What follows belongs to an exercise in optimizing a design on an open flow for small area, a short achievable clock period and few clock cycles; a production flow would make more cautious choices. Power is estimated from default activity; no workload was simulated.

Setup of red:
==> flow/design.v <==
package mapache64;
    localparam int FG_ROW_LEN = 8;
    typedef struct packed {
        logic [7:0] x;
        logic [7:0] y;
        logic [4:0] pmfa;
        logic       hflip;
        logic       vflip;
        logic [2:0] color;
        logic [5:0] rsvd;
    } obm_object_t;
    typedef struct packed {
        logic [1:0] lightness;
        logic [2:0] rgb;
    } pixel_t;
endpackage
module fg_line_buffer
#(
    parameter int N = 16
) (
    input  logic            clk,
    input  logic            rst_n,
    input  logic            start_i,
    input  logic [7:0]      start_y_i,
    input  logic            commit_i,
    input  logic [4:0]      commit_cnt_i,
    input  logic            xc_we_i,
    input  logic [3:0]      xc_slot_i,
    input  logic [7:0]      x_i,
    input  logic [2:0]      color_i,
    input  logic            l_we_i,
    input  logic [3:0]      l_slot_i,
    input  logic [15:0]     l_i,
    input  logic [7:0]      rd_x_i,
    input  logic [7:0]      rd_y_i,
    output logic            match_o,
    output logic [5*N/4-1:0] rd_grp_o
);
    logic [7:0]  ex_q [N];
    logic [2:0]  ec_q [N];
    logic [15:0] el_q [N];
    logic [4:0]  cnt_q;
    logic        tag_valid_q;
    logic [4:0]  leaf [N];
    logic [7:0]  tag_y_q;
    always_ff @(posedge clk or negedge rst_n) begin
        if (!rst_n) begin
            tag_valid_q <= 1'b0;
        end else if (start_i) begin
            tag_valid_q <= 1'b0;
        end else if (commit_i) begin
            tag_valid_q <= 1'b1;
        end
    end
    always_ff @(posedge clk) begin
        if (start_i) tag_y_q <= start_y_i;
        if (commit_i) cnt_q <= commit_cnt_i;
    end
    function automatic logic lt3(input logic [2:0] a, input logic [2:0] b);
        lt3 = (!a[2] && b[2]) || (a[2] == b[2] && ((!a[1] && b[1]) || (a[1] == b[1] && !a[0] && b[0])));
    endfunction
    function automatic logic [4:0] inc5(input logic [4:0] a);
        for (int i = 0; i < 5; i++) inc5[i] = a[i] ^ (&(a | ~((5'd1 << i) - 5'd1)));
    endfunction
    logic [7:0] rd_lo_oh;
    logic [4:0] rd_hi;
    for (genvar j = 0; j < 8; j++) begin : g_dec
        assign rd_lo_oh[j] = rd_x_i[2:0] == 3'(j);
    end
    assign rd_hi    = rd_x_i[7:3];
    for (genvar e = 0; e < N; e++) begin : g_ent
        logic       ge, in;
        logic [4:0] hi1;
        logic [1:0] lum;
        always_ff @(posedge clk) begin
            if (xc_we_i && xc_slot_i == 4'(e)) begin
                ex_q[e] <= x_i;
                ec_q[e] <= color_i;
            end
            if (l_we_i && l_slot_i == 4'(e)) el_q[e] <= l_i;
        end
        assign ge  = !lt3(rd_x_i[2:0], ex_q[e][2:0]);
        assign hi1 = inc5(ex_q[e][7:3]);
        assign in  = ge ? rd_hi == ex_q[e][7:3] : rd_hi == hi1;
        always_comb begin
            lum = 2'd0;
            for (int j = 0; j < 8; j++) lum = lum | ({2{rd_lo_oh[j]}} & el_q[e][2*j +: 2]);
        end
        assign leaf[e] = {(in && cnt_q > 5'(e)) ? lum : 2'd0, ec_q[e]};
    end
    function automatic logic [4:0] first4(input logic [19:0] d);
        logic [4:0] r;
        r = d[19:15];
        if (d[14:13] != 2'd0) r = d[14:10];
        if (d[9:8] != 2'd0)   r = d[9:5];
        if (d[4:3] != 2'd0)   r = d[4:0];
        first4 = r;
    endfunction
    for (genvar q = 0; q < N/4; q++) begin : g_grp
        assign rd_grp_o[5*q +: 5] = first4({leaf[4*q+3], leaf[4*q+2], leaf[4*q+1], leaf[4*q]});
    end
    assign match_o = tag_valid_q && tag_y_q == rd_y_i;
endmodule
module foreground_line_engine
#(
    parameter int NUM_OBJECTS  = 64,
    parameter int MAX_PER_LINE = 16,
    localparam int OW = $clog2(NUM_OBJECTS),
    localparam int HW = $clog2(MAX_PER_LINE + 1),
    localparam int N  = MAX_PER_LINE
) (
    input  logic          gpu_clk,
    input  logic          rst_n,
    input  logic          prefetch_start_i,
    input  logic [7:0]    prefetch_y_i,
    output logic          busy_o,
    output logic          done_o,
    output logic          miss_o,
    output logic          overflow_o,
    output logic [OW-1:0] obm_addr_o,
    input  mapache64::obm_object_t   obm_object_i,
    output logic [7:0]    pmf_addr_o,
    input  logic [15:0]   pmf_line_i,
    input  logic [7:0]    display_x_i,
    input  logic [7:0]    display_y_i,
    output mapache64::pixel_t        pixel_o,
    output logic          valid_o
);
    localparam bit EARLY_STOP = 1'b1;
    logic           busy_q, scan_q, drain_q, done_q, miss_q, ovf_q, overflow_q;
    logic           rr_q, victim_q;
    logic [OW-1:0]  idx_q;
    logic [HW-1:0]  hcnt_q;
    logic [7:0]     y_q, pmf_addr_q, dy;
    logic [4:0]     y_hi_m1;
    logic           hit1_q, hit2_q, hflip1_q, hflip2_q;
    logic [3:0]     slot1_q, slot2_q;
    logic [2:0]     xlo1_q, xlo2_q;
    logic           accept, on_line, full, new_hit, drop, last, stop, unused_rsvd;
    logic [15:0]    lrot;
    assign accept      = prefetch_start_i && !busy_q;
    assign dy          = y_q - obm_object_i.y;
    assign y_hi_m1     = y_q[7:3] - 5'd1;
    assign on_line     = obm_object_i.y[7:3] == y_q[7:3] ? obm_object_i.y[2:0] <= y_q[2:0]
                       : obm_object_i.y[7:3] == y_hi_m1 && obm_object_i.y[2:0] > y_q[2:0];
    assign full        = hcnt_q == HW'(MAX_PER_LINE);
    assign new_hit     = scan_q && on_line && !full;
    assign drop        = scan_q && on_line && full;
    assign last        = idx_q == '0;
    assign stop        = last || (EARLY_STOP && drop);
    assign unused_rsvd = ^obm_object_i.rsvd;
    always_ff @(posedge gpu_clk or negedge rst_n) begin
        if (!rst_n) begin
            busy_q     <= 1'b0;
            scan_q     <= 1'b0;
            drain_q    <= 1'b0;
            done_q     <= 1'b0;
            miss_q     <= 1'b0;
            overflow_q <= 1'b0;
            rr_q       <= 1'b0;
            idx_q      <= '0;
            hit1_q     <= 1'b0;
            hit2_q     <= 1'b0;
        end else begin
            miss_q  <= prefetch_start_i && busy_q;
            drain_q <= 1'b0;
            done_q  <= 1'b0;
            hit1_q  <= new_hit;
            hit2_q  <= hit1_q;
            if (accept) begin
                busy_q <= 1'b1;
                scan_q <= 1'b1;
                rr_q   <= !rr_q;
                idx_q  <= OW'(1);
            end
            if (scan_q) begin
                if (stop) begin
                    scan_q  <= 1'b0;
                    idx_q   <= '0;
                    drain_q <= new_hit;
                    done_q  <= !new_hit;
                end else begin
                    idx_q <= idx_q + 1'b1;
                end
            end
            if (drain_q) done_q <= 1'b1;
            if (done_q) begin
                busy_q     <= 1'b0;
                overflow_q <= ovf_q;
            end
        end
    end
    always_ff @(posedge gpu_clk) begin
        if (accept) begin
            y_q      <= prefetch_y_i;
            victim_q <= rr_q;
            hcnt_q   <= '0;
            ovf_q    <= 1'b0;
        end
        if (new_hit) hcnt_q <= hcnt_q + 1'b1;
        if (drop) ovf_q <= 1'b1;
        pmf_addr_q <= {obm_object_i.pmfa, dy[2:0] ^ {3{obm_object_i.vflip}}};
        slot1_q    <= hcnt_q[3:0];
        xlo1_q     <= obm_object_i.x[2:0];
        hflip1_q   <= obm_object_i.hflip;
        slot2_q    <= slot1_q;
        xlo2_q     <= xlo1_q;
        hflip2_q   <= hflip1_q;
    end
    always_comb begin
        for (int j = 0; j < 8; j++) begin
            logic [2:0] c;
            c = 3'(j) - xlo2_q;
            c = c ^ {3{hflip2_q}};
            lrot[2*j +: 2] = pmf_line_i[14 - 2*c +: 2];
        end
    end
    logic [1:0]        match;
    logic [5*N/2-1:0]  rd_grp;
    mapache64::pixel_t pixel_q;
    for (genvar g = 0; g < 2; g++) begin : g_buf
        fg_line_buffer #(.N(N)) u_buf (
            .clk         (gpu_clk),
            .rst_n       (rst_n),
            .start_i     (accept && rr_q == 1'(g)),
            .start_y_i   (prefetch_y_i),
            .commit_i    (done_q && victim_q == 1'(g)),
            .commit_cnt_i(hcnt_q),
            .xc_we_i     (scan_q && !full && victim_q == 1'(g)),
            .xc_slot_i   (hcnt_q[3:0]),
            .x_i         (obm_object_i.x),
            .color_i     (obm_object_i.color),
            .l_we_i      (hit2_q && victim_q == 1'(g)),
            .l_slot_i    (slot2_q),
            .l_i         (lrot),
            .rd_x_i      (display_x_i),
            .rd_y_i      (display_y_i),
            .match_o     (match[g]),
            .rd_grp_o    (rd_grp[5*N/4*g +: 5*N/4])
        );
    end
    logic                rd_a_q;
    logic [5*N/2-1:0]    rd_grp_q;
    logic [4:0]          rd_pix_a, rd_pix_b;
    always_ff @(posedge gpu_clk or negedge rst_n) begin
        if (!rst_n) begin
            rd_a_q   <= 1'b0;
            rd_grp_q <= '0;
        end else begin
            rd_a_q   <= match[0];
            rd_grp_q <= {match[1] ? rd_grp[5*N/2-1:5*N/4] : '0, rd_grp[5*N/4-1:0]};
        end
    end
    always_comb begin
        rd_pix_a = '0;
        rd_pix_b = '0;
        for (int q = N/4 - 1; q >= 0; q--) begin
            if (rd_grp_q[5*q+3 +: 2] != 2'd0)       rd_pix_a = rd_grp_q[5*q +: 5];
            if (rd_grp_q[5*N/4+5*q+3 +: 2] != 2'd0) rd_pix_b = rd_grp_q[5*N/4+5*q +: 5];
        end
    end
    assign pixel_q = rd_a_q ? rd_pix_a : rd_pix_b;
    assign busy_o     = busy_q;
    assign done_o     = done_q;
    assign miss_o     = miss_q;
    assign overflow_o = overflow_q;
    assign obm_addr_o = idx_q;
    assign pmf_addr_o = pmf_addr_q;
    assign pixel_o    = pixel_q;
    assign valid_o    = pixel_q.lightness != 2'd0;
endmodule
export LEC_CHECK = 0
export CAP_MARGIN = 20
export CORE_MARGIN = 2
export CORE_UTILIZATION = 75
export CTS_BUF_LIST = sky130_fd_sc_hd__clkbuf_4
export SETUP_SLACK_MARGIN = 5
export SLEW_MARGIN = 20
create_clock -name core_clock -period 10.0 [get_ports {gpu_clk}]
run.sh (not shown) runs the stock make flow with config.mk's settings and CLKGATE_MAP_FILE= SYNTH_SCRIPT=/design/flow/synth_recipe.tcl, a recipe that flattens the netlist after the stock synthesis.
red: full flow OK, the timing, design-rule and antenna checks passed
## Diff of input files: blue against red
Settings: CORE_UTILIZATION changed from 75 to 60.
### Flow results
[compare] base=red new=blue: sequential share of layout area dropped 0.29 points, area of all placed cells without fillers picked up an extra about 0.5%, hold slack dropped 0.0069 ns, fmax now sits lower, multi-input gate share of total cell area fell by 0.22 points.
The type of the setup path with the least slack comes out reg -> out in one run and in -> reg in the other, namely in blue and red respectively.
[inputs] green vs blue
Settings: a deleted CTS_BUF_LIST that had been sky130_fd_sc_hd__clkbuf_4.
Results
- Worst-skew pair later-pin latency, blue and green, lower one = green.
- Clock network fraction of design power (higher): green
- Delta (green minus blue): final wirelength lost 0.38%, clock period minus final worst setup slack -0.023 ns, number of DRC markers in iteration 0 lower, sequential share of cell area lower, number of buffers inserted during clock tree synthesis decreased about 60%.
- Comparing blue and green, detailed-route wire length per cell is lower on blue.
- green — hold slack 0.0084 ns higher, blue as reference
- Part of the total power dissipated in combinational logic on green is down relative to blue.
Changes in orange relative to green:
Settings: an added CTS_CLUSTER_SIZE of 30; an added CTS_CLUSTER_DIAMETER of 100.
Results
- There was hardly any difference in met1 layer wirelength in the final routing between green and orange.
- Changes observed in orange relative to green: total power consumption of the routed design dropped 0.0016 W, count of H-tree levels built during CTS saw a decrease.
- Cmp orange vs green: insertion delay of the later-clocked pin in the worst-skew pair lower in orange
- met1 demand-to-capacity share in global routing in orange is 0.23 points below green.
- Period utilization in orange is 0.33 points below green.
- From green to orange, number of placed instances, taps included did not move at all.
Function was not checked in any run of this note: the RTL went through the layout flow alone.

## static timing again, ports no longer ideal
Ports are ideal in the flow. The routed layouts listed here were re-timed in OpenROAD. Step 1 assumes that a clkbuf_16 drives the clock port and a buf_2 every other input. Step 2 adds t to the input delays and takes it off the output delays; t is the mean of the earliest and latest rising clock arrival at the registers after step 1. Input paths then give back, and output paths get back, about the clock's delay inside the block. a / b / c = ideal ports / drivers / drivers and shift; a / b = the first two.
| run | t (ns) | setup WS [ns] | worst setup path after step 2 | worst slew at a driven data input, ns | pins driven straight from the clock port |
|---|---|---|---|---|---|
| red | 1.143 | 5.094 / 5.043 / 3.981 | input to register | 0.06 | 1 |
| blue | 1.105 | 5.018 / 4.958 / 3.954 | input to register | 0.04 | 1 |
| green | 0.726 | 5.040 / 4.970 / 4.424 | input to register | 0.05 | 1 |
| orange | 0.686 | 5.074 / 5.006 / 4.476 | input to register | 0.05 | 1 |
After both steps every run listed still meets setup and hold. For red, which loses most, drivers alone change the setup slack by -0.051 ns; drivers and shift together by -1.113 ns.
